What follows belongs to an exercise in optimizing a design on an open flow for small area, a short achievable clock period and few clock cycles; a production flow would make more cautious choices. Only simulation tests tie the RTL to the original design; equivalence was not proved. Power figures rest on the tool's default switching activity, not on a simulated workload.

old:
==> flow/design.v (excerpt) <==
module pe_top
(
  input  logic    CLK,
  input  logic    rst_n,
  input  logic    req_valid,
  output logic    req_ready,
  input  pe_pkg::opnd_t   req_a,
  input  pe_pkg::opnd_t   req_b,
  input  pe_pkg::pe_out_t req_d,
  input  logic    req_propagate,
  input  pe_pkg::shift_t  req_shift,
  output logic    res_valid,
  input  logic    res_ready,
  output pe_pkg::pe_out_t res
);
Size in the first run: about 1,100 cells after synthesis, roughly 140 flip-flops, roughly 11,000 um2 of cells after synthesis.
clock: 7.0 ns
lec_check: 0
cap_margin: 20
core_margin: 2
core_utilization: 60
cts_buf_list: sky130_fd_sc_hd__clkbuf_4 sky130_fd_sc_hd__clkbuf_8
setup_slack_margin: 3.45
slew_margin: 20
run.sh (not shown) runs the stock make flow with config.mk's settings and CLKGATE_MAP_FILE= SYNTH_SCRIPT=/design/flow/synth_recipe.tcl, a recipe that flattens the netlist after the stock synthesis.
old reached the final stage; the timing, DRC and antenna checks on its layout passed.
Testbench counts of old, summed over its fixed seeds: cycles 12,016.
The inputs of new differ from those of old as listed below.
--- a/flow/config.mk
+++ b/flow/config.mk
@@ -8,6 +8,6 @@
 export CAP_MARGIN = 20
 export CORE_MARGIN = 2
-export CORE_UTILIZATION = 60
-export CTS_BUF_LIST = sky130_fd_sc_hd__clkbuf_4 sky130_fd_sc_hd__clkbuf_8
-export SETUP_SLACK_MARGIN = 3.45
+export CORE_UTILIZATION = 40
+export SETUP_SLACK_MARGIN = 3.3
 export SLEW_MARGIN = 20
+export TNS_END_PERCENT = 10
## What came out
Looking at power share of the combinational group, new sits below old. new ended up with in -> reg as its type of the setup path with the least slack; old ended up with reg -> reg. new: utilization of the core after routing 26 points below old. The global-route usage reported for new is smaller than that of old by 9.8 points.

---

Starting RTL as in the previous note.
Settings: LEC_CHECK=0, CAP_MARGIN=20, CORE_MARGIN=2, CORE_UTILIZATION=40, SETUP_SLACK_MARGIN=3.0, SLEW_MARGIN=20; clock period 7.0 ns.
Testbench counts at the start, summed over its fixed seeds: cycles 12,016.
==> next run, changes <==
CORE_UTILIZATION = 60   (was 40)
CTS_BUF_LIST = sky130_fd_sc_hd__clkbuf_4 sky130_fd_sc_hd__clkbuf_8   (was default)
SETUP_SLACK_MARGIN = 3.3   (was 3.0)
Effect: Synthesized cell count does not change; setup slack improved by 0.29 ns; combinational power climbs by 8.4%.
==> next run, changes <==
CORE_UTILIZATION = 40   (was 60)
CTS_BUF_LIST = default   (was sky130_fd_sc_hd__clkbuf_4 sky130_fd_sc_hd__clkbuf_8)
Sequential power hardly moves.
Routed wire length rises by a few percent.
Worst setup slack gets better by 0.014 ns.
Register-to-register slack stays flat.
Final area rises slightly.
Clock power rises by a quarter to a third.
Die area rises by well over a third.
==> next run, changes <==
==> flow/flow/run.sh (new file) <==
#!/bin/bash
# The standard layout, with the port buffers inserted as the smallest
# buffer cell (the repair steps resize them where timing needs it).
set -euo pipefail
export BUFFER_PORTS_ARGS="-buffer_cell sky130_fd_sc_hd__buf_1"
bash standard.sh finish > standard_flow.log 2>&1
==> flow/standard.sh (new file) <==
#!/bin/bash
# synth_recipe.tcl (not shown) runs the flow's synth.tcl, then flattens the netlist and writes it again
# the make line also repeats each setting of config.mk as NAME=value (left out here)
make -C /OpenROAD-flow-scripts/flow DESIGN_CONFIG=/design/flow/config.mk WORK_HOME=/design/flow/orfs CLKGATE_MAP_FILE= SYNTH_SCRIPT=/design/flow/synth_recipe.tcl "${@:-finish}"
CORE_UTILIZATION = 60   (was 40)
CTS_BUF_LIST = sky130_fd_sc_hd__clkbuf_4 sky130_fd_sc_hd__clkbuf_8   (was default)
removed: flow/run.sh
What happened: Power falls by about 5.4%. Cell count goes down by about 7%. Fmax decreases by 1.5%. Sequential power barely changes. First-iteration DRC count goes up by 9.2%. Clock skew shrinks by 0.0061 ns.

---

pe_top, a different RTL version from the one above (not shown whole).
For scale: ~1100 cells after synthesis, ~130 flip-flops, ~66 I/O pins, roughly 0.010 mm2 of cells after synthesis.
Settings: LEC_CHECK=0, CAP_MARGIN=20, CORE_MARGIN=2, CORE_UTILIZATION=65, CTS_BUF_LIST=sky130_fd_sc_hd__clkbuf_4 sky130_fd_sc_hd__clkbuf_8, SETUP_SLACK_MARGIN=3.8, SLEW_MARGIN=20; clock period 7.0 ns.
Stock flow here: none of the scripts above is used.
Testbench counts at the start, summed over its fixed seeds: cycles 12,016.
Then changed:
- ABC_CLOCK_PERIOD_IN_PS: not set -> 3300
- CORE_UTILIZATION: 65 -> 40
- CTS_BUF_LIST: sky130_fd_sc_hd__clkbuf_4 sky130_fd_sc_hd__clkbuf_8 -> not set
Effect:
- cell count came out higher by a little under a tenth
- register-to-register slack is better by 70 ps
- total power came out lower slightly
- synthesized area does not change
- final area came out higher slightly
- global-route usage came out lower by 14 points
- sequential power is about the same
- worst setup slack is better by 69 ps
- wire length came out lower by a little under a tenth
- synthesized cell count is unchanged
- die area came out higher by well over a third
Then changed:
- ABC_CLOCK_PERIOD_IN_PS: 3300 -> 1500
The changed run passed the timing, DRC and antenna checks.
Global-route usage does not change.
Non-clock buffer count stays the same.
Clock skew stays the same.
Count of clock-buffer cells in the layout stays the same.
Synthesized cell count does not change.
Setup slack is unchanged.
Register-to-register slack barely changes.

[port drivers added, routing unchanged]
The flow's constraints put no driver on any port. The routed layouts listed below were extracted and timed again, unchanged, in two steps.
Step 1: set_driving_cell puts a clkbuf_16 on CLK and a buf_2 on each other input, an assumption about the parent block.
Step 2 also shifts input and output timing later by t, the mid clock arrival at the registers, as if the neighbouring blocks saw the same clock.
Slacks: ideal ports / drivers / drivers and shift; pairs: ideal ports / drivers.
run	shift t [ns]	slack for setup (ns)	hold WS [ns]	cell pins on the clock port's net
old	0.495	3.323 / 3.323 / 3.010	0.471 / 0.471 / 0.471	1
new	0.463	3.057 / 3.053 / 2.617	0.479 / 0.479 / 0.479	1
the first run of note 2	0.461	3.061 / 3.037 / 2.721	0.472 / 0.472 / 0.472	1
the second run of note 2	0.488	3.353 / 3.353 / 2.901	0.478 / 0.478 / 0.478	1
the third run of note 2	0.469	3.367 / 3.342 / 2.965	0.477 / 0.477 / 0.477	1
the fourth run of note 2	0.492	3.314 / 3.314 / 2.937	0.478 / 0.478 / 0.478	1
the first run of note 3	0.513	3.237 / 3.237 / 3.054	0.442 / 0.442 / 0.442	1
the second run of note 3	0.472	3.306 / 3.306 / 3.084	0.436 / 0.436 / 0.436	1
the third run of note 3	0.472	3.306 / 3.306 / 3.084	0.436 / 0.436 / 0.436	1
After both steps setup and hold are still met in every run listed. For the second run of note 2, which loses most, drivers alone change the setup slack by 0.000 ns; drivers and shift together by -0.452 ns.
